This design comes from an exercise in tuning for small area, a short achievable clock period and few clock cycles per item on the open sky130 flow, not from production work.
Where RTL was checked, it was by simulation tests only, not by an equivalence proof against the original.
Only the layout flow was run in runs 1 and 2; the RTL was not checked for function there.
No activity file was given, so power comes from the tool's default toggle rates.

===== design/flow/config.mk =====
export PLATFORM = sky130hd
export DESIGN_NAME = pointer_motion_scaler_unit
export DESIGN_NICKNAME = pointer_motion_scaler_unit
export VERILOG_FILES = /design/flow/design.v
export SDC_FILE = /design/flow/constraint.sdc
export NUM_CORES = 4
export LEC_CHECK = 0
export ABC_AREA = 1
export CAP_MARGIN = 20
export CORE_MARGIN = 2
export CORE_UTILIZATION = 40
export SLEW_MARGIN = 20

===== design/flow/constraint.sdc =====
create_clock -name core_clock -period 10.0 [get_ports {clk}]
set_input_delay 2.0000 -clock core_clock [delete_from_list [all_inputs] [get_ports {clk}]]
set_output_delay 2.0000 -clock core_clock [all_outputs]
set_load 0.01 [all_outputs]

===== design/flow/design.v =====
module pointer_motion_scaler_unit (
  input  logic               clk,
  input  logic               rst,
  input  logic               ev_valid,
  output logic               ev_ready,
  input  logic               ev_func,
  input  logic [2:0]         ev_event_kind,
  input  logic signed [15:0] ev_motion_value,
  input  logic               ev_sync_flag,
  input  logic [2:0]         ev_action,
  output logic               res_valid,
  input  logic               res_ready,
  output logic signed [15:0] res_scaled_value,
  output logic               res_keep_event
);
  function automatic logic [1:0] q0tab(input logic [6:0] x);
    case (x)
      7'd0: q0tab = 2'd1;
      7'd1: q0tab = 2'd1;
      7'd2: q0tab = 2'd0;
      7'd3: q0tab = 2'd0;
      7'd4: q0tab = 2'd0;
      7'd5: q0tab = 2'd0;
      7'd6: q0tab = 2'd2;
      7'd7: q0tab = 2'd2;
      7'd8: q0tab = 2'd1;
      7'd9: q0tab = 2'd1;
      7'd10: q0tab = 2'd0;
      7'd11: q0tab = 2'd0;
      7'd12: q0tab = 2'd0;
      7'd13: q0tab = 2'd0;
      7'd14: q0tab = 2'd0;
      7'd15: q0tab = 2'd2;
      7'd16: q0tab = 2'd1;
      7'd17: q0tab = 2'd0;
      7'd18: q0tab = 2'd0;
      7'd19: q0tab = 2'd0;
      7'd20: q0tab = 2'd0;
      7'd21: q0tab = 2'd0;
      7'd22: q0tab = 2'd0;
      7'd23: q0tab = 2'd2;
      7'd24: q0tab = 2'd1;
      7'd25: q0tab = 2'd0;
      7'd26: q0tab = 2'd0;
      7'd27: q0tab = 2'd0;
      7'd28: q0tab = 2'd0;
      7'd29: q0tab = 2'd0;
      7'd30: q0tab = 2'd0;
      7'd31: q0tab = 2'd0;
      7'd32: q0tab = 2'd1;
      7'd33: q0tab = 2'd0;
      7'd34: q0tab = 2'd0;
      7'd35: q0tab = 2'd0;
      7'd36: q0tab = 2'd0;
      7'd37: q0tab = 2'd0;
      7'd38: q0tab = 2'd0;
      7'd39: q0tab = 2'd0;
      7'd40: q0tab = 2'd1;
      7'd41: q0tab = 2'd0;
      7'd42: q0tab = 2'd0;
      7'd43: q0tab = 2'd0;
      7'd44: q0tab = 2'd0;
      7'd45: q0tab = 2'd0;
      7'd46: q0tab = 2'd0;
      7'd47: q0tab = 2'd0;
      7'd48: q0tab = 2'd1;
      7'd49: q0tab = 2'd0;
      7'd50: q0tab = 2'd0;
      7'd51: q0tab = 2'd0;
      7'd52: q0tab = 2'd0;
      7'd53: q0tab = 2'd0;
      7'd54: q0tab = 2'd0;
      7'd55: q0tab = 2'd0;
      7'd56: q0tab = 2'd1;
      7'd57: q0tab = 2'd0;
      7'd58: q0tab = 2'd0;
      7'd59: q0tab = 2'd0;
      7'd60: q0tab = 2'd0;
      7'd61: q0tab = 2'd0;
      7'd62: q0tab = 2'd0;
      7'd63: q0tab = 2'd0;
      7'd64: q0tab = 2'd1;
      7'd65: q0tab = 2'd1;
      7'd66: q0tab = 2'd1;
      7'd67: q0tab = 2'd1;
      7'd68: q0tab = 2'd2;
      7'd69: q0tab = 2'd2;
      7'd70: q0tab = 2'd2;
      7'd71: q0tab = 2'd2;
      7'd72: q0tab = 2'd1;
      7'd73: q0tab = 2'd1;
      7'd74: q0tab = 2'd1;
      7'd75: q0tab = 2'd0;
      7'd76: q0tab = 2'd0;
      7'd77: q0tab = 2'd2;
      7'd78: q0tab = 2'd2;
      7'd79: q0tab = 2'd2;
      7'd80: q0tab = 2'd1;
      7'd81: q0tab = 2'd1;
      7'd82: q0tab = 2'd1;
      7'd83: q0tab = 2'd0;
      7'd84: q0tab = 2'd0;
      7'd85: q0tab = 2'd0;
      7'd86: q0tab = 2'd2;
      7'd87: q0tab = 2'd2;
      7'd88: q0tab = 2'd1;
      7'd89: q0tab = 2'd1;
      7'd90: q0tab = 2'd1;
      7'd91: q0tab = 2'd0;
      7'd92: q0tab = 2'd0;
      7'd93: q0tab = 2'd0;
      7'd94: q0tab = 2'd2;
      7'd95: q0tab = 2'd2;
      7'd96: q0tab = 2'd1;
      7'd97: q0tab = 2'd1;
      7'd98: q0tab = 2'd0;
      7'd99: q0tab = 2'd0;
      7'd100: q0tab = 2'd0;
      7'd101: q0tab = 2'd0;
      7'd102: q0tab = 2'd2;
      7'd103: q0tab = 2'd2;
      7'd104: q0tab = 2'd1;
      7'd105: q0tab = 2'd0;
      7'd106: q0tab = 2'd0;
      7'd107: q0tab = 2'd0;
      7'd108: q0tab = 2'd0;
      7'd109: q0tab = 2'd0;
      7'd110: q0tab = 2'd0;
      7'd111: q0tab = 2'd2;
      7'd112: q0tab = 2'd1;
      7'd113: q0tab = 2'd0;
      7'd114: q0tab = 2'd0;
      7'd115: q0tab = 2'd0;
      7'd116: q0tab = 2'd0;
      7'd117: q0tab = 2'd0;
      7'd118: q0tab = 2'd0;
      7'd119: q0tab = 2'd0;
      7'd120: q0tab = 2'd1;
      7'd121: q0tab = 2'd0;
      7'd122: q0tab = 2'd0;
      7'd123: q0tab = 2'd0;
      7'd124: q0tab = 2'd0;
      7'd125: q0tab = 2'd0;
      7'd126: q0tab = 2'd0;
      7'd127: q0tab = 2'd0;
      default: q0tab = 2'd0;
    endcase
  endfunction
  function automatic logic [6:0] hbase(input logic [7:0] x);
    case (x)
      8'd0: hbase = 7'd0;
      8'd1: hbase = 7'd0;
      8'd2: hbase = 7'd0;
      8'd3: hbase = 7'd0;
      8'd4: hbase = 7'd0;
      8'd5: hbase = 7'd0;
      8'd6: hbase = 7'd0;
      8'd7: hbase = 7'd0;
      8'd8: hbase = 7'd0;
      8'd9: hbase = 7'd0;
      8'd10: hbase = 7'd0;
      8'd11: hbase = 7'd0;
      8'd12: hbase = 7'd0;
      8'd13: hbase = 7'd0;
      8'd14: hbase = 7'd0;
      8'd15: hbase = 7'd0;
      8'd16: hbase = 7'd0;
      8'd17: hbase = 7'd0;
      8'd18: hbase = 7'd0;
      8'd19: hbase = 7'd0;
      8'd20: hbase = 7'd0;
      8'd21: hbase = 7'd0;
      8'd22: hbase = 7'd0;
      8'd23: hbase = 7'd0;
      8'd24: hbase = 7'd0;
      8'd25: hbase = 7'd0;
      8'd26: hbase = 7'd0;
      8'd27: hbase = 7'd0;
      8'd28: hbase = 7'd0;
      8'd29: hbase = 7'd0;
      8'd30: hbase = 7'd0;
      8'd31: hbase = 7'd0;
      8'd32: hbase = 7'd1;
      8'd33: hbase = 7'd1;
      8'd34: hbase = 7'd1;
      8'd35: hbase = 7'd1;
      8'd36: hbase = 7'd1;
      8'd37: hbase = 7'd1;
      8'd38: hbase = 7'd1;
      8'd39: hbase = 7'd1;
      8'd40: hbase = 7'd1;
      8'd41: hbase = 7'd1;
      8'd42: hbase = 7'd1;
      8'd43: hbase = 7'd1;
      8'd44: hbase = 7'd1;
      8'd45: hbase = 7'd1;
      8'd46: hbase = 7'd1;
      8'd47: hbase = 7'd1;
      8'd48: hbase = 7'd1;
      8'd49: hbase = 7'd1;
      8'd50: hbase = 7'd1;
      8'd51: hbase = 7'd1;
      8'd52: hbase = 7'd1;
      8'd53: hbase = 7'd1;
      8'd54: hbase = 7'd1;
      8'd55: hbase = 7'd1;
      8'd56: hbase = 7'd1;
      8'd57: hbase = 7'd1;
      8'd58: hbase = 7'd1;
      8'd59: hbase = 7'd1;
      8'd60: hbase = 7'd1;
      8'd61: hbase = 7'd1;
      8'd62: hbase = 7'd1;
      8'd63: hbase = 7'd1;
      8'd64: hbase = 7'd0;
      8'd65: hbase = 7'd0;
      8'd66: hbase = 7'd0;
      8'd67: hbase = 7'd0;
      8'd68: hbase = 7'd123;
      8'd69: hbase = 7'd123;
      8'd70: hbase = 7'd123;
      8'd71: hbase = 7'd123;
      8'd72: hbase = 7'd118;
      8'd73: hbase = 7'd118;
      8'd74: hbase = 7'd118;
      8'd75: hbase = 7'd118;
      8'd76: hbase = 7'd113;
      8'd77: hbase = 7'd113;
      8'd78: hbase = 7'd113;
      8'd79: hbase = 7'd113;
      8'd80: hbase = 7'd108;
      8'd81: hbase = 7'd108;
      8'd82: hbase = 7'd108;
      8'd83: hbase = 7'd108;
      8'd84: hbase = 7'd0;
      8'd85: hbase = 7'd0;
      8'd86: hbase = 7'd0;
      8'd87: hbase = 7'd0;
      8'd88: hbase = 7'd0;
      8'd89: hbase = 7'd0;
      8'd90: hbase = 7'd0;
      8'd91: hbase = 7'd0;
      8'd92: hbase = 7'd0;
      8'd93: hbase = 7'd0;
      8'd94: hbase = 7'd0;
      8'd95: hbase = 7'd0;
      8'd96: hbase = 7'd1;
      8'd97: hbase = 7'd1;
      8'd98: hbase = 7'd1;
      8'd99: hbase = 7'd1;
      8'd100: hbase = 7'd6;
      8'd101: hbase = 7'd6;
      8'd102: hbase = 7'd6;
      8'd103: hbase = 7'd6;
      8'd104: hbase = 7'd11;
      8'd105: hbase = 7'd11;
      8'd106: hbase = 7'd11;
      8'd107: hbase = 7'd11;
      8'd108: hbase = 7'd16;
      8'd109: hbase = 7'd16;
      8'd110: hbase = 7'd16;
      8'd111: hbase = 7'd16;
      8'd112: hbase = 7'd21;
      8'd113: hbase = 7'd21;
      8'd114: hbase = 7'd21;
      8'd115: hbase = 7'd21;
      8'd116: hbase = 7'd1;
      8'd117: hbase = 7'd1;
      8'd118: hbase = 7'd1;
      8'd119: hbase = 7'd1;
      8'd120: hbase = 7'd1;
      8'd121: hbase = 7'd1;
      8'd122: hbase = 7'd1;
      8'd123: hbase = 7'd1;
      8'd124: hbase = 7'd1;
      8'd125: hbase = 7'd1;
      8'd126: hbase = 7'd1;
      8'd127: hbase = 7'd1;
      8'd128: hbase = 7'd0;
      8'd129: hbase = 7'd0;
      8'd130: hbase = 7'd0;
      8'd131: hbase = 7'd0;
      8'd132: hbase = 7'd125;
      8'd133: hbase = 7'd125;
      8'd134: hbase = 7'd125;
      8'd135: hbase = 7'd125;
      8'd136: hbase = 7'd122;
      8'd137: hbase = 7'd122;
      8'd138: hbase = 7'd122;
      8'd139: hbase = 7'd122;
      8'd140: hbase = 7'd119;
      8'd141: hbase = 7'd119;
      8'd142: hbase = 7'd119;
      8'd143: hbase = 7'd119;
      8'd144: hbase = 7'd116;
      8'd145: hbase = 7'd116;
      8'd146: hbase = 7'd116;
      8'd147: hbase = 7'd116;
      8'd148: hbase = 7'd0;
      8'd149: hbase = 7'd0;
      8'd150: hbase = 7'd0;
      8'd151: hbase = 7'd0;
      8'd152: hbase = 7'd0;
      8'd153: hbase = 7'd0;
      8'd154: hbase = 7'd0;
      8'd155: hbase = 7'd0;
      8'd156: hbase = 7'd0;
      8'd157: hbase = 7'd0;
      8'd158: hbase = 7'd0;
      8'd159: hbase = 7'd0;
      8'd160: hbase = 7'd1;
      8'd161: hbase = 7'd1;
      8'd162: hbase = 7'd1;
      8'd163: hbase = 7'd1;
      8'd164: hbase = 7'd4;
      8'd165: hbase = 7'd4;
      8'd166: hbase = 7'd4;
      8'd167: hbase = 7'd4;
      8'd168: hbase = 7'd7;
      8'd169: hbase = 7'd7;
      8'd170: hbase = 7'd7;
      8'd171: hbase = 7'd7;
      8'd172: hbase = 7'd10;
      8'd173: hbase = 7'd10;
      8'd174: hbase = 7'd10;
      8'd175: hbase = 7'd10;
      8'd176: hbase = 7'd13;
      8'd177: hbase = 7'd13;
      8'd178: hbase = 7'd13;
      8'd179: hbase = 7'd13;
      8'd180: hbase = 7'd1;
      8'd181: hbase = 7'd1;
      8'd182: hbase = 7'd1;
      8'd183: hbase = 7'd1;
      8'd184: hbase = 7'd1;
      8'd185: hbase = 7'd1;
      8'd186: hbase = 7'd1;
      8'd187: hbase = 7'd1;
      8'd188: hbase = 7'd1;
      8'd189: hbase = 7'd1;
      8'd190: hbase = 7'd1;
      8'd191: hbase = 7'd1;
      8'd192: hbase = 7'd0;
      8'd193: hbase = 7'd0;
      8'd194: hbase = 7'd127;
      8'd195: hbase = 7'd126;
      8'd196: hbase = 7'd125;
      8'd197: hbase = 7'd125;
      8'd198: hbase = 7'd124;
      8'd199: hbase = 7'd123;
      8'd200: hbase = 7'd122;
      8'd201: hbase = 7'd122;
      8'd202: hbase = 7'd121;
      8'd203: hbase = 7'd120;
      8'd204: hbase = 7'd119;
      8'd205: hbase = 7'd119;
      8'd206: hbase = 7'd118;
      8'd207: hbase = 7'd117;
      8'd208: hbase = 7'd116;
      8'd209: hbase = 7'd116;
      8'd210: hbase = 7'd115;
      8'd211: hbase = 7'd114;
      8'd212: hbase = 7'd0;
      8'd213: hbase = 7'd0;
      8'd214: hbase = 7'd127;
      8'd215: hbase = 7'd126;
      8'd216: hbase = 7'd0;
      8'd217: hbase = 7'd0;
      8'd218: hbase = 7'd127;
      8'd219: hbase = 7'd126;
      8'd220: hbase = 7'd0;
      8'd221: hbase = 7'd0;
      8'd222: hbase = 7'd127;
      8'd223: hbase = 7'd126;
      8'd224: hbase = 7'd1;
      8'd225: hbase = 7'd1;
      8'd226: hbase = 7'd2;
      8'd227: hbase = 7'd3;
      8'd228: hbase = 7'd4;
      8'd229: hbase = 7'd4;
      8'd230: hbase = 7'd5;
      8'd231: hbase = 7'd6;
      8'd232: hbase = 7'd7;
      8'd233: hbase = 7'd7;
      8'd234: hbase = 7'd8;
      8'd235: hbase = 7'd9;
      8'd236: hbase = 7'd10;
      8'd237: hbase = 7'd10;
      8'd238: hbase = 7'd11;
      8'd239: hbase = 7'd12;
      8'd240: hbase = 7'd13;
      8'd241: hbase = 7'd13;
      8'd242: hbase = 7'd14;
      8'd243: hbase = 7'd15;
      8'd244: hbase = 7'd1;
      8'd245: hbase = 7'd1;
      8'd246: hbase = 7'd2;
      8'd247: hbase = 7'd3;
      8'd248: hbase = 7'd1;
      8'd249: hbase = 7'd1;
      8'd250: hbase = 7'd2;
      8'd251: hbase = 7'd3;
      8'd252: hbase = 7'd1;
      8'd253: hbase = 7'd1;
      8'd254: hbase = 7'd2;
      8'd255: hbase = 7'd3;
      default: hbase = 7'd0;
    endcase
  endfunction
  function automatic logic [2:0] oh3d(input logic [1:0] x);    
    oh3d = {x == 2'd2, x == 2'd1, x == 2'd0 || x == 2'd3};
  endfunction
  function automatic logic [2:0] add3oh(input logic [2:0] a, input logic [2:0] b);
    add3oh[0] = (a[0] & b[0]) | (a[1] & b[2]) | (a[2] & b[1]);
    add3oh[1] = (a[0] & b[1]) | (a[1] & b[0]) | (a[2] & b[2]);
    add3oh[2] = (a[0] & b[2]) | (a[2] & b[0]) | (a[1] & b[1]);
  endfunction
  function automatic logic [4:0] oh5n(input logic [3:0] x);    
    oh5n[0] = x == 4'd0 || x == 4'd5 || x == 4'd10 || x == 4'd15;
    oh5n[1] = x == 4'd1 || x == 4'd6 || x == 4'd11;
    oh5n[2] = x == 4'd2 || x == 4'd7 || x == 4'd12;
    oh5n[3] = x == 4'd3 || x == 4'd8 || x == 4'd13;
    oh5n[4] = x == 4'd4 || x == 4'd9 || x == 4'd14;
  endfunction
  function automatic logic [4:0] add5oh(input logic [4:0] a, input logic [4:0] b);
    for (int j = 0; j < 5; j++) begin
      add5oh[j] = 1'b0;
      for (int i = 0; i < 5; i++) add5oh[j] = add5oh[j] | (a[i] & b[(j - i + 5) % 5]);
    end
  endfunction
  logic [2:0]  mouse_level, scroll_level;
  logic        inv_h, inv_v;
  logic [1:0]  clow0, clow1, clow2, clow3;
  logic [4:0]  cdig2, cdig3;
  logic        csgn0, csgn1, csgn2, csgn3;
  localparam logic [1:0] D1 = 2'd0, D3 = 2'd1, D5 = 2'd2, D20 = 2'd3;
  logic               r_valid, r_evt, r_kf, r_scale, r_sig, r_q0z, r_q0m1;
  logic [4:0]         r_r;
  logic [1:0]         r_low;
  logic               r_clrm, r_clrs;
  logic [1:0]         r_axis, r_k, r_dcl;
  logic [2:0]         r_msel;
  logic signed [15:0] r_v;
  logic              m_valid;
  logic [17:0]       m_a1;
  logic [6:0]        m_h;
  logic              m_d1, m_sig, m_kf;
  logic              o_valid;
  logic signed [15:0] o_value;
  logic              o_keep;
  logic o_free, r_adv, accept, accept1;
  assign o_free   = !o_valid || res_ready;
  assign r_adv    = !m_valid || o_free;
  assign ev_ready = !r_valid || r_adv;
  assign accept   = ev_valid && ev_ready;
  assign accept1  = r_valid && r_adv;
  logic       scale0, wheel0, sig0;
  logic [3:0] code;
  logic [1:0] k0, dcl0;
  logic [2:0] msel0;
  logic       lneg0;
  logic [1:0] qt;
  always_comb begin
    scale0 = !ev_event_kind[2];
    wheel0 = scale0 && ev_event_kind[1];
    sig0   = wheel0 && (ev_event_kind[0] ? inv_v : inv_h);
    if (!scale0)      code = 4'd2;
    else if (!wheel0) code = {1'b0, mouse_level};
    else              code = {1'b1, scroll_level};
    case (code)
      4'd0:    begin k0 = 2'd1; dcl0 = D1;  msel0 = 3'd0; lneg0 = 1'b0; end  
      4'd1:    begin k0 = 2'd2; dcl0 = D1;  msel0 = 3'd2; lneg0 = 1'b1; end  
      4'd2:    begin k0 = 2'd0; dcl0 = D1;  msel0 = 3'd0; lneg0 = 1'b0; end  
      4'd3:    begin k0 = 2'd2; dcl0 = D1;  msel0 = 3'd3; lneg0 = 1'b0; end  
      4'd4:    begin k0 = 2'd1; dcl0 = D1;  msel0 = 3'd2; lneg0 = 1'b0; end  
      4'd5:    begin k0 = 2'd2; dcl0 = D1;  msel0 = 3'd5; lneg0 = 1'b1; end  
      4'd8:    begin k0 = 2'd2; dcl0 = D1;  msel0 = 3'd0; lneg0 = 1'b0; end  
      4'd9:    begin k0 = 2'd0; dcl0 = D3;  msel0 = 3'd3; lneg0 = 1'b0; end  
      4'd10:   begin k0 = 2'd2; dcl0 = D20; msel0 = 3'd6; lneg0 = 1'b1; end  
      4'd11:   begin k0 = 2'd0; dcl0 = D5;  msel0 = 3'd4; lneg0 = 1'b0; end  
      4'd12:   begin k0 = 2'd1; dcl0 = D1;  msel0 = 3'd0; lneg0 = 1'b0; end  
      4'd13:   begin k0 = 2'd0; dcl0 = D1;  msel0 = 3'd0; lneg0 = 1'b0; end  
      4'd15:   begin k0 = 2'd0; dcl0 = D1;  msel0 = 3'd2; lneg0 = 1'b0; end  
      default: begin k0 = 2'd0; dcl0 = D1;  msel0 = 3'd1; lneg0 = 1'b0; end  
    endcase
    qt = q0tab({code, ev_motion_value[2:0]});
  end
  logic [2:0] v3;
  logic [4:0] v5, v5t, u5;
  always_comb begin
    v3 = add3oh(add3oh(add3oh(oh3d(ev_motion_value[1:0]), oh3d(ev_motion_value[3:2])), add3oh(oh3d(ev_motion_value[5:4]), oh3d(ev_motion_value[7:6]))),
                add3oh(add3oh(oh3d(ev_motion_value[9:8]), oh3d(ev_motion_value[11:10])),
                       add3oh(oh3d(ev_motion_value[13:12]), {ev_motion_value[14] & ev_motion_value[15], ev_motion_value[14] ^ ev_motion_value[15], !(ev_motion_value[14] | ev_motion_value[15])})));
    v5t = oh5n(4'({ev_motion_value[14], ev_motion_value[13], ev_motion_value[12]}) + 4'({ev_motion_value[15], 1'b0}));
    v5  = add5oh(add5oh(oh5n(ev_motion_value[3:0]), oh5n(ev_motion_value[7:4])), add5oh(oh5n(ev_motion_value[11:8]), v5t));
  end
  logic [1:0] l0, low0;
  logic [4:0] r0d;
  always_comb begin
    l0   = {ev_motion_value[1] ^ ev_motion_value[0], ev_motion_value[0]};    
    low0 = lneg0 ? l0 : ev_motion_value[1:0];
    u5  = {v5[3], v5[1], v5[4], v5[2], v5[0]};    
    case (dcl0)
      D3:  r0d = {2'b00, v3};
      D5:  r0d = {v5[2], v5[4], v5[1], v5[3], v5[0]};    
      D20: case (l0)                                    
             2'd0:    r0d = u5;
             2'd1:    r0d = {u5[3:0], u5[4]};
             2'd2:    r0d = {u5[2:0], u5[4:3]};
             default: r0d = {u5[1:0], u5[4:2]};
           endcase
      default: r0d = 5'b00001;
    endcase
  end
  always_ff @(posedge clk) begin
    if (rst) begin
      mouse_level  <= 3'd4;
      scroll_level <= 3'd2;
      inv_h        <= 1'b0;
      inv_v        <= 1'b0;
    end else if (accept && ev_func) begin
      case (ev_action)
        3'd0: inv_v <= !inv_v;
        3'd1: inv_h <= !inv_h;
        3'd2: if (mouse_level != 3'd6) mouse_level <= mouse_level + 3'd1;
        3'd3: if (mouse_level != 3'd0) mouse_level <= mouse_level - 3'd1;
        3'd4: if (scroll_level != 3'd7) scroll_level <= scroll_level + 3'd1;
        3'd5: if (scroll_level != 3'd0) scroll_level <= scroll_level - 3'd1;
        default: ;
      endcase
    end
  end
  always_ff @(posedge clk) begin
    if (rst) r_valid <= 1'b0;
    else if (ev_ready) r_valid <= ev_valid;
    if (ev_ready) begin
      r_evt   <= !ev_func;
      r_clrm  <= ev_func && (ev_action == 3'd2 || ev_action == 3'd3);
      r_clrs  <= ev_func && (ev_action == 3'd4 || ev_action == 3'd5);
      r_kf    <= !scale0 || ev_sync_flag;
      r_scale <= scale0;
      r_sig   <= sig0;
      r_axis  <= ev_event_kind[1:0];
      r_k     <= k0;
      r_dcl   <= dcl0;
      r_msel  <= msel0;
      r_r     <= r0d;
      r_low   <= low0;
      r_q0z   <= (ev_motion_value[15:3] == 13'd0) && qt[0];
      r_q0m1  <= (ev_motion_value[15:3] == {13{1'b1}}) && qt[1];
      r_v     <= ev_motion_value;
    end
  end
  logic signed [15:0] v;
  logic [1:0]  k, dcl;
  logic        chain, sig, nu;
  assign v     = r_v;
  assign k     = r_k;
  assign dcl   = r_dcl;
  assign chain = (dcl != D1);
  assign sig   = r_sig;
  assign nu    = sig ^ chain;
  logic signed [20:0] vx, x1, x2, x3, prod;
  logic cin;
  logic [17:0] z;
  assign vx = 21'(v);
  always_comb begin
    x1 = vx; x2 = '0; x3 = '0; cin = 1'b0;
    case (r_msel)
      3'd1: x1 = vx <<< 1;                                   
      3'd2: x2 = vx <<< 1;                                   
      3'd3: x2 = vx <<< 2;                                   
      3'd4: begin x1 = vx <<< 1; x2 = vx <<< 2; end          
      3'd5: begin x1 = vx <<< 3; x2 = ~vx; cin = 1'b1; end   
      3'd6: begin x2 = vx <<< 2; x3 = vx <<< 4; end          
      default: ;                                             
    endcase
    prod = x1 + x2 + x3 + 21'(cin);
    case (k)
      2'd1:    z = prod[18:1];
      2'd2:    z = prod[19:2];
      default: z = prod[17:0];
    endcase
  end
  logic [4:0] r;
  logic [2:0] rb;
  logic [1:0] low, l;
  assign r   = r_r;
  assign rb  = {r[4], r[3] | r[2], r[3] | r[1]};
  assign low = r_low;
  assign l   = {v[1] ^ v[0], v[0]};
  logic q0z, q0m1, q0m2;
  assign q0z  = r_q0z;
  assign q0m1 = r_q0m1;
  assign q0m2 = v[15] && !r_q0m1;
  logic [1:0] clow;
  logic [4:0] cdig;
  logic       csgn;
  logic [2:0] ls;
  logic [1:0] nlow;
  logic       k1;
  logic [4:0] cd5, s5;
  logic [2:0] cd3, s3;
  logic [4:0] ndig;
  logic       w5, w3, wrap, nz, nneg, nsg;
  always_comb begin
    case (r_axis)
      2'd0:    begin clow = clow0; cdig = 5'b00001; csgn = csgn0; end
      2'd1:    begin clow = clow1; cdig = 5'b00001; csgn = csgn1; end
      2'd2:    begin clow = clow2; cdig = cdig2;    csgn = csgn2; end
      default: begin clow = clow3; cdig = cdig3;    csgn = csgn3; end
    endcase
    ls = 3'(low) + 3'(clow);
    case (k)
      2'd1:    begin k1 = low[0] & clow[0]; nlow = {1'b0, low[0] ^ clow[0]}; end
      2'd2:    begin k1 = ls[2]; nlow = ls[1:0]; end
      default: begin k1 = 1'b0;  nlow = 2'd0; end
    endcase
    cd5 = k1 ? {cdig[3:0], cdig[4]} : cdig;
    s5  = add5oh(r, cd5);
    w5  = (k1 & cdig[4]);
    for (int i = 0; i < 5; i++)
      for (int m = 0; m < 5; m++)
        if (i + m >= 5) w5 = w5 | (r[i] & cd5[m]);
    cd3 = k1 ? {cdig[1:0], cdig[2]} : cdig[2:0];
    s3  = add3oh(r[2:0], cd3);
    w3  = (k1 & cdig[2]) | (r[1] & cd3[2]) | (r[2] & cd3[1]) | (r[2] & cd3[2]);
    case (dcl)
      D3:      begin ndig = {2'b00, s3}; wrap = w3; end
      D5, D20: begin ndig = s5;          wrap = w5; end
      default: begin ndig = 5'b00001;    wrap = k1; end
    endcase
    nz   = (nlow != 2'd0) || !ndig[0];
    nneg = q0m2 || (q0m1 && !(wrap && !csgn)) || (q0z && csgn && !wrap);
    nsg  = nneg && nz;
  end
  logic [6:0] hb, ks, hm1, hp1, hp2, h;
  logic       am1, ap1, ap2;
  always_comb begin
    hb  = hbase({dcl, nu, rb, l});
    case ({chain, nu})
      2'b10:   ks =  7'sd15;
      2'b11:   ks = -7'sd15;
      2'b01:   ks = -7'sd1;
      default: ks =  7'sd1;
    endcase
    hm1 = hb - ks;
    hp1 = hb + ks;
    hp2 = hb + (ks << 1);
    am1 = !wrap && csgn && !nsg;
    ap2 = wrap && !csgn && nsg;
    ap1 = (wrap || nsg) && !csgn && !ap2 || (wrap && csgn && nsg);
    if (!r_scale) h = 7'd0;
    else if (am1) h = hm1;
    else if (ap1) h = hp1;
    else if (ap2) h = hp2;
    else          h = hb;
  end
  always_ff @(posedge clk) begin
    if (rst) begin
      clow0 <= '0; clow1 <= '0; clow2 <= '0; clow3 <= '0;
      cdig2 <= 5'b00001; cdig3 <= 5'b00001;
      csgn0 <= 1'b0; csgn1 <= 1'b0; csgn2 <= 1'b0; csgn3 <= 1'b0;
    end else if (accept1) begin
      if (r_clrm) begin
        clow0 <= '0; clow1 <= '0; csgn0 <= 1'b0; csgn1 <= 1'b0;
      end
      if (r_clrs) begin
        clow2 <= '0; clow3 <= '0; csgn2 <= 1'b0; csgn3 <= 1'b0;
        cdig2 <= 5'b00001; cdig3 <= 5'b00001;
      end
      if (r_evt && r_scale) begin
        case (r_axis)
          2'd0: begin clow0 <= nlow; csgn0 <= nsg; end
          2'd1: begin clow1 <= nlow; csgn1 <= nsg; end
          2'd2: begin clow2 <= nlow; cdig2 <= ndig; csgn2 <= nsg; end
          default: begin clow3 <= nlow; cdig3 <= ndig; csgn3 <= nsg; end
        endcase
      end
    end
  end
  always_ff @(posedge clk) begin
    if (rst) m_valid <= 1'b0;
    else if (r_adv) m_valid <= r_valid && r_evt;
    if (r_adv) begin
      m_a1  <= z ^ {18{nu}};
      m_h   <= h;
      m_d1  <= !chain;
      m_sig <= sig;
      m_kf  <= r_kf;
    end
  end
  logic [17:0] sa;
  logic [14:0] sb, sc;
  logic signed [15:0] ys, yc;
  always_comb begin
    sa = m_a1 + {{11{m_h[6]}}, m_h};
    sb = sa[14:0] + (sa[14:0] << 4);
    sc = sb + (sb << 8);
    if (!sa[17] && sa[16:15] != 2'b00)       ys = 16'sh7fff;
    else if (sa[17] && sa[16:15] != 2'b11)   ys = m_sig ? 16'sh8001 : 16'sh8000;
    else if (m_sig && sa[15:0] == 16'h8000)  ys = 16'sh8001;
    else                                     ys = sa[15:0];
    yc = m_d1 ? ys : {sc[14], sc};
  end
  always_ff @(posedge clk) begin
    if (rst) o_valid <= 1'b0;
    else if (o_free) o_valid <= m_valid;
    if (o_free) begin
      o_value <= yc;
      o_keep  <= m_kf || (yc != 16'sd0);
    end
  end
  assign res_valid        = o_valid;
  assign res_scaled_value = o_value;
  assign res_keep_event   = o_keep;
endmodule

===== design/flow/run.sh =====
#!/bin/bash
# synth_recipe.tcl (not shown) runs the flow's synth.tcl, then flattens the netlist and writes it again
# the make line also repeats each setting of config.mk as NAME=value (left out here)
make -C /OpenROAD-flow-scripts/flow DESIGN_CONFIG=/design/flow/config.mk WORK_HOME=/design/flow/orfs CLKGATE_MAP_FILE= SYNTH_SCRIPT=/design/flow/synth_recipe.tcl finish

==> results of run 1 <==
metal layers:
metal / routed length (um) / part of all wire (%) / track usage [%] / vias to the layer above
met1: 15700 / 46 / 26.3 / 5832
met4: 503 / 1.5 / 5.89 / 0
met3: 1320 / 3.9 / 2.58 / 30
met2: 16500 / 49 / 36.1 / 328
li1: - / - / - / 6408
met5: 0 / 0 / 0 / -
worst paths after layout:
| check | start | to | cells after the start |
|---|---|---|---|
| worst min-delay path | inv_h | inv_h | 1 |
| worst max register to register | m_a1[0] | o_keep | 30 |
| worst max-delay path | res_ready | ev_ready | 6 |
| worst min register to register | inv_h | inv_h | 1 |
power groups by stage:
stage,combinational [mW],sequential (mW),clock [mW]
floorplan,1.66,0.707,0
detailed placement,2.14,0.705,0
finish,2.17,0.694,0.595
CTS,2.16,0.696,0.608
global route,2.48,0.705,0.627
global placement,2.12,0.705,0
worst max-delay path, delay by kind of cell:
| kind | cells | cell delay (ns) |
|---|---|---|
| buffers and inverters | 3 | 1.20 |
| and+or+nand+nor | 3 | 1.48 |
registers in the layout (all words and copies together), names as in the netlist, 2 cells and up:
signal and flops:
clow1 2, o_value 16, mouse_level 3, r_msel 3, clow3 2, r_r 5
r_k 2, clow0 2, r_axis 2, m_a1 18, r_v 16, scroll_level 3
m_h 7, cdig2 5, cdig3 5, r_dcl 2, clow2 2
synth_stat cells (all sizes together):
cell type	number	area (um^2)
ha	118	1480
and2	2	15.0
fa	25	500
a21oi	118	598
a2111o	1	11.3
o22ai	12	75.1
and3	2	12.5
nand2	564	2160
o211ai	15	113
nor4	7	43.8
or2	11	68.8
inv	255	960
nor2	135	538
a21boi	4	30.0
nand3	142	733
nand3b	1	7.51
nand4	24	150
a22oi	6	45.0
a22o	6	52.6
nor3b	2	15.0
xor2	49	429
dfxtp	33	661
o311ai	1	8.76
clkbuf	25	95.1
a211o	1	8.76
xnor2	16	140
o41ai	1	8.76
o2111ai	5	43.8
buf	14	92.6
o31ai	5	37.5
nor3	17	85.1
a21o	3	22.5
a2111oi	1	8.76
a221oi	18	158
a31oi	17	106
edfxtp	84	2520
o21a	1	7.51
a221o	3	30.0
o221ai	1	8.76
o21bai	2	15.0
a211oi	6	45.0
o21ai	143	716
stage by stage:
stage                     utilization [%]  setup slack (ns)  hold slack (ns)
after CTS                            45.0              3.22            0.462
after global routing                 45.0              3.12            0.486
final                                45.0              3.31            0.458
after global placement               43.2              3.27            0.438
after floorplan                         -              4.49            0.400
after detailed placement             43.2              3.24            0.452
cell type report:
type                            instances  area, um^2  share of cell area [%]
Multi-Input combinational cell       1485        8530                    60.0
Sequential cell                       117        3180                    22.4
Inverter                              255         960                    6.75
Tap cell                              402         503                    3.54
Timing Repair Buffer                   48         475                    3.34
Clock buffer                           17         425                    2.99
Clock inverter                         15         143                    1.00
cells by family (layout without fill, tap and decap cells):
logic type | count (synthesis) | in the layout | synth area share (%)
buf+inv | 294 | 335 | 8.92
fa+ha+maj | 143 | 143 | 15.4
xor+xnor | 65 | 65 | 4.43
simple gates | 907 | 907 | 29.8
compound gates | 370 | 370 | 16.7
flops | 117 | 117 | 24.8
==> flow_metrics.env, run 1 <==
export IMPL_rows=65
export IMPL_synthCells=1896
export IMPL_drt_iter0_markers=877
export IMPL_grt_start_max_net_pins=43
export IMPL_die_w_um=183
export IMPL_final_max_slew_violation_count=0
export IMPL_postCtsResizedCells=0
export IMPL_layout_commonest_cell="nand2_1"
export IMPL_drive_gt1_share_pct=3.72
export IMPL_place_gp_congestion=0.887
export IMPL_area_growth_pct=10.6
export IMPL_maxCapViolations=0
export IMPL_clock_latency_ns=0.43
export IMPL_rrSetupSlack_ns=4.71
export IMPL_worst_path_most_repeated_cell="clkdlybuf4s50_1"
export IMPL_antenna_found_initial=0
export IMPL_fin_area_um2=14200
export IMPL_routedWlPerCell_um=14.6
export IMPL_post_cts_buffers=0
export IMPL_slew_headroom_pct=26.5
export IMPL_critPathLaunchType="primary input"
export IMPL_grt_ovfl_total=0
export IMPL_cts_buffer_depth=2
export IMPL_fillCellCount=3185
export IMPL_cts_made_buffers=17
export IMPL_arrival_ns=4.69
export IMPL_ioPinCount=47
export IMPL_n_antenna_cell=0
export IMPL_drt_pass1_iterations=8
export IMPL_drc_errors=0
export IMPL_status="complete, no violations"
export IMPL_power_mw=3.46
export IMPL_drt_wl_total_mm=34.0
export IMPL_critPathCaptureType="primary output"
export IMPL_power_frac_clock_pct=17.2
export IMPL_mostFrequentLayoutCells="552 x nand2_1, 249 x inv_1, 139 x nand3_1"
export IMPL_yosysSeqAreaShare_pct=24.8
export IMPL_ys_warn_count=1
export IMPL_crit_path_max_incr_delay_ns=0.75
export IMPL_cp_max_fo=42
export IMPL_synth_seq_cells=117
export IMPL_num_vias=12598
export IMPL_die_y_um=183
export IMPL_setup_violations=0
export IMPL_finalSetupTns_ns=0
export IMPL_combPwrFrac_pct=62.8
export IMPL_clock_root_buffer="clkbuf_16"
export IMPL_min_path_type="flip-flop to flip-flop"
export IMPL_dp_hpwl_mm=27.0
export IMPL_fmax_mhz=149
export IMPL_start_util_pct=40.6
export IMPL_path_clk_slew_ns=0.06
export IMPL_ant_nets=0
export IMPL_nets=2095
export IMPL_port_buffer_count=46
export IMPL_crit_required_ns=8.00
export IMPL_grt_pass1_vias=11822
export IMPL_drt_vias_per_instance=5.39
export IMPL_syn_area_per_cell_um2=6.78
export IMPL_seqPwrFrac_pct=20.0
export IMPL_internal_power_mw=1.84
export IMPL_grt_pass1_wl_mm=56.5
export IMPL_vdd_ir_drop_max_uv=270
export IMPL_stdcell_count=2339
export IMPL_dieArea_um2=33600
export IMPL_p_switching_mw=1.62
export IMPL_crit_type="primary input to primary output"
export IMPL_placed_area_um2=13700
export IMPL_skew_ns=0.0119
export IMPL_coreArea_um2=31600
export IMPL_cp_cell_sequence="clkdlybuf4s50_1, inv_1, nand2_1, nor2_1, nand2_2, clkdlybuf4s50_1"
export IMPL_tritoncts="yes"
export IMPL_p_leak_nw=6.75
export IMPL_post_route_period_util_pct=66.9
export IMPL_cts_num_sinks=117
export IMPL_syn_nets=2067
export IMPL_synth_cell_type_count=61
export IMPL_rsz0062_at_grt="no"
export IMPL_netlist_area_um2=12900
export IMPL_p_sw_share_pct=46.8
export IMPL_cts_hold_buf=0
export IMPL_tightest_slew_ns=1.10
export IMPL_cts_htree_levels=4
export IMPL_dp_cells=2307
export IMPL_period_needed_ns=6.69
export IMPL_grtUsageTotal_pct=20.5
export IMPL_power_density_nw_per_um2=243
export IMPL_slowest_stage="nand2_2"
export IMPL_finalHoldViolations=0
==> inputs of run 2 (changes only) <==
--- a/design/flow/config.mk
+++ b/design/flow/config.mk
@@ -7,3 +7,2 @@
 export LEC_CHECK = 0
-export ABC_AREA = 1
 export CAP_MARGIN = 20
@@ -11,2 +10,3 @@
 export CORE_UTILIZATION = 40
+export SETUP_SLACK_MARGIN = 4.0
 export SLEW_MARGIN = 20
==> run 2 against run 1 <==
Worst setup slack improved by 0.95 ns. Non-clock buffer count increased by 20. Design area is 4.6% higher. Worst hold slack better by 0.041 ns. Synthesized area grew 2.7%. Routed wire length up 1.8%. Clock skew rose by 0.0034 ns. Global-route usage fell by 0.30 points.
==> flow_metrics.env, run 2 <==
export IMPL_skew_ns=0.0153
export IMPL_die_y_um=186
export IMPL_n_antenna_cell=0
export IMPL_synth_most_common_cell="nand2_1"
export IMPL_cts_htree_levels=4
export IMPL_post_route_period_util_pct=57.4
export IMPL_rr_worst_depth=26
export IMPL_fillCellCount=3224
export IMPL_ys_warn_count=1
export IMPL_clock_latency_ns=0.43
export IMPL_place_gp_congestion=0.917
export IMPL_area_growth_pct=12.7
export IMPL_power_mw=3.32
export IMPL_worstSetupStartpoint="res_ready"
export IMPL_grt_pass1_wl_mm=57.1
export IMPL_synth_area_leaders="edfxtp_1 19%, ha_1 11%, dfxtp_1 5.0%"
export IMPL_layout_commonest_cell="nand2_1"
export IMPL_antenna_found_initial=0
export IMPL_num_vias=12307
export IMPL_crit_buf_inv=2
export IMPL_drc_errors=0
export IMPL_die_w_um=186
export IMPL_cp_cell_sequence="clkdlybuf4s50_1, nor2b_2, nand3_4, clkdlybuf4s50_1"
export IMPL_mostFrequentLayoutCells="157 x nand2_1, 145 x nor2_1, 137 x inv_1"
export IMPL_rows=66
export IMPL_synth_edf_count=84
export IMPL_cts_buffer_depth=2
export IMPL_worst_path_most_repeated_cell="clkdlybuf4s50_1"
export IMPL_cp_max_fo=21
export IMPL_yosysTopAreaCell="edfxtp_1"
export IMPL_hp_start="cdig3[3]"
export IMPL_cts_num_sinks=117
export IMPL_coreArea_um2=32500
export IMPL_slowest_stage="clkdlybuf4s50_1"
export IMPL_critPathCaptureType="primary output"
export IMPL_dp_hpwl_mm=26.1
export IMPL_ys_flop_type="edfxtp_1"
export IMPL_stdcell_count=2092
export IMPL_synthArstFlopShare_pct=0
export IMPL_crit_path_max_incr_delay_ns=0.60
export IMPL_slew_headroom_pct=36.7
export IMPL_cts_made_buffers=17
export IMPL_min_path_type="flip-flop to flip-flop"
export IMPL_yosysTopAreaCellShare_pct=19.1
export IMPL_p_leak_nw=5.95
export IMPL_grt_pass1_vias=11591
export IMPL_tritoncts="yes"
export IMPL_vdd_ir_drop_max_uv=319
export IMPL_routedWlPerCell_um=16.6
export IMPL_grt_ovfl_total=0
export IMPL_yosysSeqAreaShare_pct=24.1
export IMPL_period_needed_ns=5.74
export IMPL_arrival_ns=3.74
export IMPL_grtUsageTotal_pct=20.2
export IMPL_synthCells=1627
export IMPL_finalSetupTns_ns=0
export IMPL_status="complete, no violations"
export IMPL_place_ws_ns=3.57
export IMPL_holdWs_ns=0.500
export IMPL_cp_depth=4
export IMPL_dp_cells=2045
export IMPL_nets=1808
export IMPL_start_util_pct=40.6
export IMPL_setup_violations=0
export IMPL_port_buffer_count=46
export IMPL_synth_seq_cells=117
export IMPL_synth_commonest_cells="157 x nand2_1, 148 x nor2_1, 137 x inv_1"
export IMPL_netlist_area_um2=13200
export IMPL_critPathLaunchType="primary input"
export IMPL_drt_wl_total_mm=34.6
export IMPL_rsz0062_at_grt="yes"
export IMPL_critical_path_top_delay_family="buffers and inverters"
export IMPL_max_flop_register="m_a1"
export IMPL_path_clk_slew_ns=0.05
export IMPL_finalWorstSetupSlack_ns=4.26
export IMPL_grt_start_max_net_pins=43
export IMPL_tightest_slew_ns=0.948
export IMPL_hold_depth=2
export IMPL_drt_vias_per_instance=5.88
export IMPL_drive_gt1_share_pct=7.76
export IMPL_drt_pass1_iterations=9
export IMPL_synth_cell_type_count=89
export IMPL_final_max_slew_violation_count=0
export IMPL_crit_type="primary input to primary output"
export IMPL_dieArea_um2=34500
export IMPL_largest_reg_flops=18
export IMPL_power_density_nw_per_um2=223
export IMPL_finalHoldViolations=0
export IMPL_clock_root_buffer="clkbuf_16"
export IMPL_reg_largest_list="m_a1 (18), o_value (16), r_v (16)"
export IMPL_ioPinCount=47
export IMPL_syn_nets=1798
export IMPL_ant_nets=0
export IMPL_drt_iter0_markers=1071
export IMPL_maxCapViolations=0
export IMPL_syn_area_per_cell_um2=8.11
export IMPL_fmax_mhz=174
export IMPL_rr_startpoint="m_h[1]"
export IMPL_crit_required_ns=8.00
[run 2: changes by cell type in the layout (fill, tap and decap cells not counted), moves of 36 or more]
| cell | before | now |
|---|---|---|
| a22oi_1 | 6 | 45 |
| xor2_1 | 49 | 13 |
| nand2_1 | 552 | 157 |
| o21ai_0 | 135 | 71 |
| nand3_1 | 139 | 35 |
| xnor2_1 | 16 | 54 |
| a222oi_1 | 0 | 36 |
| inv_1 | 249 | 137 |
[run 2: worst register-to-register path: cells and delay by family, from the launching register on]
family	cells	cell delay [ns]
flops	1	0.40
simple gates	6	1.31
xor+xnor	4	0.69
fa+ha+maj	3	0.88
compound gates	13	2.16
[run 2: worst paths after layout]
check	end	slack, ns
worst min-delay path	cdig3[3]	0.50
worst max-delay path	ev_ready	4.26
worst min register to register	cdig3[3]	0.50
worst max register to register	o_keep	4.31
[run 2: stage by stage]
stage,utilization (%),instance area (um^2)
2_1_floorplan,-,13200
3_3_place_gp,42.9,14000
4_1_cts,45.2,14700
3_5_place_dp,42.9,14000
5_1_grt,45.7,14900
6_report,45.7,14900
[run 2: what timing repair did]
item                                   in CTS  in global routing
pin swaps                                   5                 24
resized for setup                          13                 28
setup endpoints to repair                   5                  9
endpoints found under the hold margin       0                  0
hold buffers                                0                  0
setup buffers                               8                  6
gates cloned                                0                  1
[run 2: area by class of cell]
class                      count  area (um^2)  area share [%]
inverter                     140          526            3.53
clock buffer                  21          504            3.39
clock inverter                11         82.6           0.555
multi-input combinational   1293         9400            63.2
tap                          442          553            3.72
timing repair buffer          68          626            4.21
sequential                   117         3180            21.4
[run 2: where the power goes]
group	leakage [nW]	internal [mW]	switching, mW
clock network	0.286	0.364	0.229
logic	4.48	0.906	1.13
registers	1.19	0.639	0.0498
total	5.95	1.91	1.41
[run 2: per-layer routing]
layer | vias to the layer above | global-route usage, % | wire length, um
met2 | 362 | 35.0 | 17000
li1 | 6077 | - | -
met3 | 48 | 2.56 | 1420
met1 | 5820 | 26.0 | 15500
met4 | 0 | 6.61 | 702
met5 | - | 0 | 0
[run 2: cell families after synthesis]
group | count (synthesis) | share of synthesized area [%]
xor gates and xnor gates | 71 | 4.87
AOI/OAI and AO/OA | 521 | 27.6
DFF | 117 | 24.1
adders and majority gates | 143 | 15.0
buffers and inverters | 218 | 6.34
muxes | 36 | 3.08
and+or+nand+nor | 521 | 19.0
==> inputs of run 3 (changes only) <==
--- a/design/flow/design.v
+++ b/design/flow/design.v
@@ -437,12 +437,19 @@
   logic               r_valid, r_evt, r_kf, r_scale, r_sig, r_q0z, r_q0m1;
-  logic [4:0]         r_r;
+  logic [2:0]         r_v3;
+  logic [4:0]         r_v5;
   logic [1:0]         r_low;
+  logic [2:0]         r_x1;     
+  logic [2:0]         r_x2;     
+  logic               r_x3;     
   logic               r_clrm, r_clrs;
   logic [1:0]         r_axis, r_k, r_dcl;
-  logic [2:0]         r_msel;
   logic signed [15:0] r_v;
   logic              m_valid;
-  logic [17:0]       m_a1;
+  logic [19:0]       m_prod;
+  logic [1:0]        m_k;
   logic [6:0]        m_h;
-  logic              m_d1, m_sig, m_kf;
+  logic              m_nu, m_d1, m_sig, m_kf;
+  logic              n_valid;
+  logic [15:0]       n_w;
+  logic              n_d1, n_kf;
   logic              o_valid;
@@ -450,7 +457,27 @@
   logic              o_keep;
-  logic o_free, r_adv, accept, accept1;
-  assign o_free   = !o_valid || res_ready;
-  assign r_adv    = !m_valid || o_free;
-  assign ev_ready = !r_valid || r_adv;
+  logic o_free, n_adv, r_adv, accept, accept1;
+  logic full_n, full_m, full_r;
+  logic o_valid_d, n_valid_d, m_valid_d, r_valid_d;
+  assign o_free   = res_ready || !o_valid;
+  assign n_adv    = res_ready || !full_n;
+  assign r_adv    = res_ready || !full_m;
+  assign ev_ready = res_ready || !full_r;
   assign accept   = ev_valid && ev_ready;
+  always_comb begin
+    r_valid_d = ev_ready ? ev_valid : r_valid;
+    m_valid_d = r_adv ? (r_valid && r_evt) : m_valid;
+    n_valid_d = n_adv ? m_valid : n_valid;
+    o_valid_d = o_free ? n_valid : o_valid;
+  end
+  always_ff @(posedge clk) begin
+    if (rst) begin
+      full_n <= 1'b0;
+      full_m <= 1'b0;
+      full_r <= 1'b0;
+    end else begin
+      full_n <= o_valid_d && n_valid_d;
+      full_m <= o_valid_d && n_valid_d && m_valid_d;
+      full_r <= o_valid_d && n_valid_d && m_valid_d && r_valid_d;
+    end
+  end
   assign accept1  = r_valid && r_adv;
@@ -488,3 +515,3 @@
   logic [2:0] v3;
-  logic [4:0] v5, v5t, u5;
+  logic [4:0] v5, v5t;
   always_comb begin
@@ -496,20 +523,5 @@
   end
-  logic [1:0] l0, low0;
-  logic [4:0] r0d;
-  always_comb begin
-    l0   = {ev_motion_value[1] ^ ev_motion_value[0], ev_motion_value[0]};    
-    low0 = lneg0 ? l0 : ev_motion_value[1:0];
-    u5  = {v5[3], v5[1], v5[4], v5[2], v5[0]};    
-    case (dcl0)
-      D3:  r0d = {2'b00, v3};
-      D5:  r0d = {v5[2], v5[4], v5[1], v5[3], v5[0]};    
-      D20: case (l0)                                    
-             2'd0:    r0d = u5;
-             2'd1:    r0d = {u5[3:0], u5[4]};
-             2'd2:    r0d = {u5[2:0], u5[4:3]};
-             default: r0d = {u5[1:0], u5[4:2]};
-           endcase
-      default: r0d = 5'b00001;
-    endcase
-  end
+  logic [1:0] low0;
+  assign low0 = lneg0 ? {ev_motion_value[1] ^ ev_motion_value[0], ev_motion_value[0]}
+                      : ev_motion_value[1:0];
   always_ff @(posedge clk) begin
@@ -545,4 +557,9 @@
       r_dcl   <= dcl0;
-      r_msel  <= msel0;
-      r_r     <= r0d;
+      r_x1    <= {msel0 == 3'd5, msel0 == 3'd1 || msel0 == 3'd4,
+                  msel0 != 3'd5 && msel0 != 3'd1 && msel0 != 3'd4};
+      r_x2    <= {msel0 == 3'd5, msel0 == 3'd3 || msel0 == 3'd4 || msel0 == 3'd6,
+                  msel0 == 3'd2};
+      r_x3    <= msel0 == 3'd6;
+      r_v3    <= v3;
+      r_v5    <= v5;
       r_low   <= low0;
@@ -563,27 +580,26 @@
   logic signed [20:0] vx, x1, x2, x3, prod;
-  logic cin;
-  logic [17:0] z;
   assign vx = 21'(v);
   always_comb begin
-    x1 = vx; x2 = '0; x3 = '0; cin = 1'b0;
-    case (r_msel)
-      3'd1: x1 = vx <<< 1;                                   
-      3'd2: x2 = vx <<< 1;                                   
-      3'd3: x2 = vx <<< 2;                                   
-      3'd4: begin x1 = vx <<< 1; x2 = vx <<< 2; end          
-      3'd5: begin x1 = vx <<< 3; x2 = ~vx; cin = 1'b1; end   
-      3'd6: begin x2 = vx <<< 2; x3 = vx <<< 4; end          
-      default: ;                                             
-    endcase
-    prod = x1 + x2 + x3 + 21'(cin);
-    case (k)
-      2'd1:    z = prod[18:1];
-      2'd2:    z = prod[19:2];
-      default: z = prod[17:0];
-    endcase
+    x1 = ({21{r_x1[0]}} & vx) | ({21{r_x1[1]}} & (vx <<< 1)) | ({21{r_x1[2]}} & (vx <<< 3));
+    x2 = ({21{r_x2[0]}} & (vx <<< 1)) | ({21{r_x2[1]}} & (vx <<< 2)) | ({21{r_x2[2]}} & ~vx);
+    x3 = {21{r_x3}} & (vx <<< 4);
+    prod = x1 + x2 + x3 + 21'(r_x2[2]);
   end
-  logic [4:0] r;
+  logic [4:0] r, u5;
   logic [2:0] rb;
   logic [1:0] low, l;
-  assign r   = r_r;
+  always_comb begin
+    u5 = {r_v5[3], r_v5[1], r_v5[4], r_v5[2], r_v5[0]};    
+    case (dcl)
+      D3:  r = {2'b00, r_v3};
+      D5:  r = {r_v5[2], r_v5[4], r_v5[1], r_v5[3], r_v5[0]};    
+      D20: case (l)                                               
+             2'd0:    r = u5;
+             2'd1:    r = {u5[3:0], u5[4]};
+             2'd2:    r = {u5[2:0], u5[4:3]};
+             default: r = {u5[1:0], u5[4:2]};
+           endcase
+      default: r = 5'b00001;
+    endcase
+  end
   assign rb  = {r[4], r[3] | r[2], r[3] | r[1]};
@@ -685,16 +701,22 @@
     if (r_adv) begin
-      m_a1  <= z ^ {18{nu}};
-      m_h   <= h;
-      m_d1  <= !chain;
-      m_sig <= sig;
-      m_kf  <= r_kf;
+      m_prod <= prod[19:0];
+      m_k    <= k;
+      m_nu   <= nu;
+      m_h    <= h;
+      m_d1   <= !chain;
+      m_sig  <= sig;
+      m_kf   <= r_kf;
     end
   end
-  logic [17:0] sa;
-  logic [14:0] sb, sc;
-  logic signed [15:0] ys, yc;
+  logic [17:0] a1, sa;
+  logic [14:0] sb;
+  logic signed [15:0] ys;
   always_comb begin
-    sa = m_a1 + {{11{m_h[6]}}, m_h};
+    case (m_k)
+      2'd1:    a1 = m_prod[18:1];
+      2'd2:    a1 = m_prod[19:2];
+      default: a1 = m_prod[17:0];
+    endcase
+    sa = (a1 ^ {18{m_nu}}) + {{11{m_h[6]}}, m_h};
     sb = sa[14:0] + (sa[14:0] << 4);
-    sc = sb + (sb << 8);
     if (!sa[17] && sa[16:15] != 2'b00)       ys = 16'sh7fff;
@@ -703,3 +725,17 @@
     else                                     ys = sa[15:0];
-    yc = m_d1 ? ys : {sc[14], sc};
+  end
+  always_ff @(posedge clk) begin
+    if (rst) n_valid <= 1'b0;
+    else if (n_adv) n_valid <= m_valid;
+    if (n_adv) begin
+      n_w  <= m_d1 ? ys : {1'b0, sb};
+      n_d1 <= m_d1;
+      n_kf <= m_kf;
+    end
+  end
+  logic [14:0] sc;
+  logic signed [15:0] yc;
+  always_comb begin
+    sc = n_w[14:0] + (n_w[14:0] << 8);
+    yc = n_d1 ? n_w : {sc[14], sc};
   end
@@ -707,6 +743,6 @@
     if (rst) o_valid <= 1'b0;
-    else if (o_free) o_valid <= m_valid;
+    else if (o_free) o_valid <= n_valid;
     if (o_free) begin
       o_value <= yc;
-      o_keep  <= m_kf || (yc != 16'sd0);
+      o_keep  <= n_kf || (yc != 16'sd0);
     end
--- a/design/flow/config.mk
+++ b/design/flow/config.mk
@@ -7,2 +7,3 @@
 export LEC_CHECK = 0
+export ABC_AREA = 1
 export CAP_MARGIN = 20
@@ -10,3 +11,2 @@
 export CORE_UTILIZATION = 40
-export SETUP_SLACK_MARGIN = 4.0
 export SLEW_MARGIN = 20
==> run 3 against run 2 <==
Clock-buffer cell count down 3. Synthesized cell count up 12%. Clock power up 4.9%. Die area up 4.2%. Register-to-register slack better by 0.27 ns. Still clean.
==> flow_metrics.env, run 3 <==
export IMPL_die_y_um=190
export IMPL_power_density_nw_per_um2=211
export IMPL_min_path_type="flip-flop to flip-flop"
export IMPL_synth_most_common_cell="nand2_1"
export IMPL_cts_num_sinks=150
export IMPL_tritoncts="yes"
export IMPL_place_gp_congestion=0.885
export IMPL_post_cts_buffers=0
export IMPL_final_core_util_pct=45.1
export IMPL_cts_hold_buf=0
export IMPL_ys_flop_type="edfxtp_1"
export IMPL_p_leak_nw=6.89
export IMPL_post_route_period_util_pct=57.5
export IMPL_hold_depth=0
export IMPL_dp_hpwl_mm=26.3
export IMPL_crit_type="primary input to primary output"
export IMPL_synth_top_family_by_area="simple AND/OR/NAND/NOR gates"
export IMPL_vdd_ir_drop_max_uv=147
export IMPL_busiest_layer="met2"
export IMPL_critPathCaptureType="primary output"
export IMPL_hp_start="m_kf"
export IMPL_finalSetupTns_ns=0
export IMPL_finalWorstSetupSlack_ns=4.25
export IMPL_place_ws_ns=4.21
export IMPL_hold_end="n_kf"
export IMPL_die_w_um=190
export IMPL_status="complete, no violations"
export IMPL_synth_edf_count=113
export IMPL_drt_vias_per_instance=5.34
export IMPL_synth_area_leaders="edfxtp_1 25%, nand2_1 13%, ha_1 11%"
export IMPL_syn_nets=2001
export IMPL_worstReg2RegEnd="n_w[14]"
export IMPL_cts_buffer_depth=2
export IMPL_synthArstFlopShare_pct=0
export IMPL_setup_violations=0
export IMPL_yosys_area_share_simple_pct=25.1
export IMPL_period_needed_ns=5.75
export IMPL_critPathLaunchType="primary input"
export IMPL_rr_startpoint="m_k[1]"
export IMPL_yosysTopAreaCell="edfxtp_1"
export IMPL_dieArea_um2=35900
export IMPL_ant_nets=0
export IMPL_finalHoldViolations=0
export IMPL_multi_input_area_um2=8580
export IMPL_ys_warn_count=1
export IMPL_slew_headroom_pct=37.8
export IMPL_routedWlPerCell_um=14.4
export IMPL_synthCells=1825
export IMPL_grt_ovfl_total=0
export IMPL_drt_wl_total_mm=33.2
export IMPL_rows=67
export IMPL_area_growth_pct=10.4
export IMPL_synth_commonest_cells="466 x nand2_1, 213 x inv_1, 124 x a21oi_1, 124 x o21ai_0, 123 x ha_1"
export IMPL_final_max_slew_violation_count=0
export IMPL_cts_htree_levels=4
export IMPL_cts_made_buffers=17
export IMPL_grt_pass1_wl_mm=56.6
export IMPL_postCtsResizedCells=0
export IMPL_clock_root_buffer="clkbuf_16"
export IMPL_largest_reg_flops=20
export IMPL_grt_start_max_net_pins=48
export IMPL_drt_iter0_markers=701
export IMPL_maxCapViolations=0
export IMPL_rsz0062_at_grt="no"
export IMPL_drc_errors=0
export IMPL_fmax_mhz=174
export IMPL_placed_area_um2=14600
export IMPL_yosysTopAreaCellShare_pct=24.6
export IMPL_coreArea_um2=33700
export IMPL_fin_area_um2=15200
export IMPL_synth_fa_ha_area_share_pct=14.8
export IMPL_n_antenna_cell=0
export IMPL_drive_gt1_share_pct=5.30
export IMPL_synth_compound_area_share_pct=17.5
export IMPL_skew_ns=0.0181
export IMPL_rrSetupSlack_ns=4.58
export IMPL_holdWs_ns=0.422
export IMPL_tightest_slew_ns=0.931
export IMPL_synth_seq_cells=150
export IMPL_dp_cells=2285
export IMPL_synthMuxAreaShare_pct=0
export IMPL_gr_usage_met2_pct=33.4
export IMPL_ioPinCount=47
export IMPL_port_buffer_count=46
export IMPL_power_mw=3.21
export IMPL_mostFrequentLayoutCells="465 x nand2_1, 213 x inv_1, 124 x a21oi_1, 124 x o21ai_0, 123 x ha_1"
export IMPL_clock_latency_ns=0.44
export IMPL_crit_required_ns=8.00
export IMPL_rr_worst_depth=21
export IMPL_path_clk_slew_ns=0.06
export IMPL_max_flop_register="m_prod"
export IMPL_netlist_area_um2=13800
export IMPL_regArea_um2=4130
export IMPL_nets=2032
export IMPL_synthXorXnorAreaFrac_pct=4.89
export IMPL_grtUsageTotal_pct=18.9
export IMPL_arrival_ns=3.75
export IMPL_drt_pass1_iterations=6
export IMPL_fillCellCount=3387
export IMPL_stdcell_count=2317
export IMPL_grt_pass1_vias=11796
export IMPL_cp_max_fo=47
export IMPL_syn_area_per_cell_um2=7.54
export IMPL_num_vias=12378
export IMPL_layout_commonest_cell="nand2_1"
export IMPL_start_util_pct=40.9
export IMPL_antenna_found_initial=0
export IMPL_grtUsageMet1_pct=24.3
export IMPL_synth_cell_type_count=63
export IMPL_yosysSeqAreaShare_pct=30.0
export IMPL_grtUsageMet3_pct=2.38
[run 3: changes by cell type after synthesis, moves of 39 or more]
cell / before / now
nand2_1: 157 / 466
inv_1: 137 / 213
nand3_1: 36 / 94
o21ai_0: 74 / 124
a22oi_1: 45 / 4
xor2_1: 13 / 52
[run 3: where the power goes]
part	internal, mW	total [mW]	leakage (nW)	switching, mW
clock network	0.350	0.622	0.282	0.272
logic	0.638	1.63	5.08	0.993
registers	0.861	0.959	1.52	0.0975
total	1.85	3.21	6.89	1.36
[run 3: cell type report]
class | count | area share (%)
Multi-Input combinational cell | 1406 | 56.4
Clock inverter | 14 | 0.914
Sequential cell | 150 | 27.2
Inverter | 232 | 5.78
Timing Repair Buffer | 49 | 3.18
Tap cell | 448 | 3.69
Clock buffer | 18 | 2.82
[run 3: layer usage]
layer  part of all wire, %  routed length [um]
met3                   4.0                1320
met4                   1.6                 535
met2                    49               16400
met5                     0                   0
met1                    45               15000
[run 3: worst max-delay path: stages]
cell	delay (ns)
clkdlybuf4s50_1	0.46
inv_1	0.09
nand2_2	0.07
buf_4	0.46
clkdlybuf4s50_1	0.65
[run 3: worst max path at each step]
| stage | startpoint | to | slack (ns) | cells past startpoint |
|---|---|---|---|---|
| final | res_ready | ev_ready | 4.25 | 5 |
| after global placement | res_ready | ev_ready | 4.22 | 5 |
| after detailed placement | res_ready | ev_ready | 4.21 | 5 |
| after CTS | res_ready | ev_ready | 4.21 | 5 |
| after floorplan | res_ready | ev_ready | 4.87 | 2 |
| after global routing | m_k[1] | n_w[14] | 4.03 | 21 |
[run 3: cells by family after synthesis]
kind of cell	count (synthesis)
compound gates	396
xor+xnor	76
fa+ha+maj	148
buf+inv	269
flops	150
simple gates	786
Testbench counts of run 3, summed over its fixed seeds: cycles 8,016, items 8,000.
==> inputs of run 4 (changes only) <==
--- a/design/flow/config.mk
+++ b/design/flow/config.mk
@@ -11,2 +11,3 @@
 export CORE_UTILIZATION = 40
+export SETUP_SLACK_MARGIN = 5.0
 export SLEW_MARGIN = 20
==> run 4 against run 3 <==
Cell count is 0.60% higher. Flip-flop and latch count stayed put. Clock power grew 1%. Total power rose by 0.91%. Global-route usage hardly changed. Routed wire length is 1.0% higher. Largest power group unchanged. Highest routed layer unchanged.
==> flow_metrics.env, run 4 <==
export IMPL_start_util_pct=40.9
export IMPL_power_density_nw_per_um2=210
export IMPL_maxCapViolations=0
export IMPL_ys_flop_type="edfxtp_1"
export IMPL_drc_errors=0
export IMPL_largest_reg_flops=20
export IMPL_final_max_slew_violation_count=0
export IMPL_dp_hpwl_mm=26.1
export IMPL_hp_start="m_kf"
export IMPL_routedWlPerCell_um=14.4
export IMPL_worstSetupStartpoint="res_ready"
export IMPL_p_leak_nw=7.00
export IMPL_setup_violations=0
export IMPL_cts_buffer_depth=2
export IMPL_synth_seq_cells=150
export IMPL_cp_max_fo=2
export IMPL_status="complete, no violations"
export IMPL_dp_cells=2285
export IMPL_drt_wl_total_mm=33.6
export IMPL_yosysTopAreaCellShare_pct=24.6
export IMPL_drt_iter0_markers=728
export IMPL_drt_pass1_iterations=5
export IMPL_drive_gt1_share_pct=6.64
export IMPL_ioPinCount=47
export IMPL_grt_start_max_net_pins=36
export IMPL_tritoncts="yes"
export IMPL_cp_cell_sequence="clkdlybuf4s50_1, inv_2, nand2_4, buf_12, clkdlybuf4s15_1"
export IMPL_synth_commonest_cells="466 x nand2_1, 213 x inv_1, 124 x a21oi_1, 124 x o21ai_0, 123 x ha_1"
export IMPL_syn_area_per_cell_um2=7.54
export IMPL_grt_pass1_wl_mm=55.8
export IMPL_grt_pass1_vias=11575
export IMPL_min_path_type="flip-flop to flip-flop"
export IMPL_critPathLaunchType="primary input"
export IMPL_synth_edf_count=113
export IMPL_place_gp_congestion=0.898
export IMPL_die_w_um=190
export IMPL_rr_worst_depth=25
export IMPL_ant_nets=0
export IMPL_synthCells=1825
export IMPL_layout_commonest_cell="nand2_1"
export IMPL_grt_ovfl_total=0
export IMPL_syn_nets=2001
export IMPL_grtUsageMet1_pct=24.1
export IMPL_dieArea_um2=35900
export IMPL_ys_warn_count=1
export IMPL_cts_num_sinks=150
export IMPL_arrival_ns=2.93
export IMPL_netlist_area_um2=13800
export IMPL_final_core_util_pct=45.9
export IMPL_slew_headroom_pct=39.1
export IMPL_grtUsageTotal_pct=18.9
export IMPL_nets=2046
export IMPL_yosysSeqAreaShare_pct=30.0
export IMPL_port_buffer_count=46
export IMPL_synthArstFlopShare_pct=0
export IMPL_n_antenna_cell=0
export IMPL_antenna_found_initial=0
export IMPL_cts_made_buffers=17
export IMPL_fmax_mhz=203
export IMPL_slowest_stage="clkdlybuf4s50_1"
export IMPL_max_flop_register="m_prod"
export IMPL_synth_most_common_cell="nand2_1"
export IMPL_stdcell_count=2331
export IMPL_die_y_um=190
export IMPL_gr_usage_met2_pct=32.3
export IMPL_area_growth_pct=12.3
export IMPL_tightest_slew_ns=0.911
export IMPL_hold_depth=0
export IMPL_rows=67
export IMPL_crit_required_ns=8.00
export IMPL_finalHoldViolations=0
export IMPL_drt_vias_per_instance=5.35
export IMPL_num_vias=12460
export IMPL_path_clk_slew_ns=0.06
export IMPL_rr_startpoint="m_k[0]"
export IMPL_mostFrequentLayoutCells="465 x nand2_1, 211 x inv_1, 122 x a21oi_1"
export IMPL_crit_path_max_incr_delay_ns=0.47
export IMPL_crit_type="primary input to primary output"
export IMPL_cts_htree_levels=4
export IMPL_yosysTopAreaCell="edfxtp_1"
export IMPL_clock_latency_ns=0.43
export IMPL_synth_area_leaders="edfxtp_1 25%, nand2_1 13%, ha_1 11%"
export IMPL_critPathCaptureType="primary output"
export IMPL_period_needed_ns=4.93
export IMPL_synth_cell_type_count=63
export IMPL_finalSetupTns_ns=0
export IMPL_rsz0062_at_grt="yes"
export IMPL_grtUsageMet3_pct=2.58
export IMPL_cts_hold_buf=0
export IMPL_skew_ns=0.0156
export IMPL_post_route_period_util_pct=49.3
export IMPL_clock_root_buffer="clkbuf_16"
export IMPL_coreArea_um2=33700
export IMPL_busiest_layer="met2"
export IMPL_vdd_ir_drop_max_uv=138
run 4: final cells by class:
| class | instances | area (um^2) |
|---|---|---|
| Clock buffer | 17 | 425 |
| Clock inverter | 15 | 155 |
| Fill cell | 3368 | 18200 |
| Inverter | 232 | 882 |
| Multi-Input combinational cell | 1406 | 8660 |
| Sequential cell | 150 | 4130 |
| Tap cell | 448 | 561 |
| Timing Repair Buffer | 63 | 651 |
run 4: metrics by stage:
| step | hold slack, ns | setup WS (ns) | total power [mW] | area [um^2] |
|---|---|---|---|---|
| after floorplan | 0.400 | 5.30 | 2.17 | 13800 |
| after global placement | 0.403 | 4.22 | 2.57 | 14600 |
| final | 0.432 | 5.07 | 3.24 | 15500 |
| after global routing | 0.454 | 4.94 | 3.53 | 15500 |
| after CTS | 0.436 | 5.03 | 3.23 | 15300 |
| after detailed placement | 0.420 | 4.21 | 2.58 | 14600 |
run 4: worst max-delay path: cells and delay by family:
kind | cells | cell delay (ns)
buffers and inverters | 4 | 0.84
AND/OR/NAND/NOR | 1 | 0.07
run 4: cell families after synthesis:
kind of cell	count (synthesis)	synth area share [%]
buf+inv	269	7.71
flops	150	30.0
simple gates	786	25.1
xor+xnor	76	4.89
compound gates	396	17.5
fa+ha+maj	148	14.8
run 4: path summary, 6_finish.rpt:
check / end / slack, ns
worst max-delay path: ev_ready / 5.07
worst max register to register: n_w[14] / 5.27
worst min-delay path: n_kf / 0.43
worst min register to register: n_kf / 0.43
run 4: where the power goes:
group | total [mW] | internal [mW] | switching, mW
sequential | 0.961 | 0.861 | 0.100
combinational | 1.65 | 0.655 | 0.994
clock | 0.631 | 0.352 | 0.279
total | 3.24 | 1.87 | 1.37
run 4: per-layer routing:
| metal | share of wire (%) | wire [um] |
|---|---|---|
| met5 | 0 | 0 |
| met4 | 3.3 | 1100 |
| met2 | 48 | 16100 |
| met3 | 4.0 | 1340 |
| met1 | 45 | 15100 |
run 4: repair_timing:
action                                  CTS  global route
endpoints found under the setup margin    3             8
pin swaps                                 1             4
gates resized for setup                  11            12
cloned                                    2             0
buffers inserted                          3             9

separate check: timing with driven ports:
No port has a modelled driver above. Below, the same layouts with a new extraction and two added sets of constraints.
Step 1: set_driving_cell puts a clkbuf_16 on clk and a buf_2 on each other input, an assumption about the parent block.
Step 2, shift: input delay + t, output delay - t, t = (earliest + latest rising clock arrival at the registers) / 2. This alone moves slack from input paths to output paths.
a / b / c = ideal / step 1 / step 2; a / b = the first two.
run	t (ns)	setup WS [ns]
run 1	0.476	3.307 / 3.283 / 3.283
run 2	0.472	4.255 / 4.235 / 3.861
run 3	0.473	4.252 / 4.229 / 4.229
run 4	0.475	5.072 / 5.050 / 4.755
After both steps setup and hold are still met in every run listed.
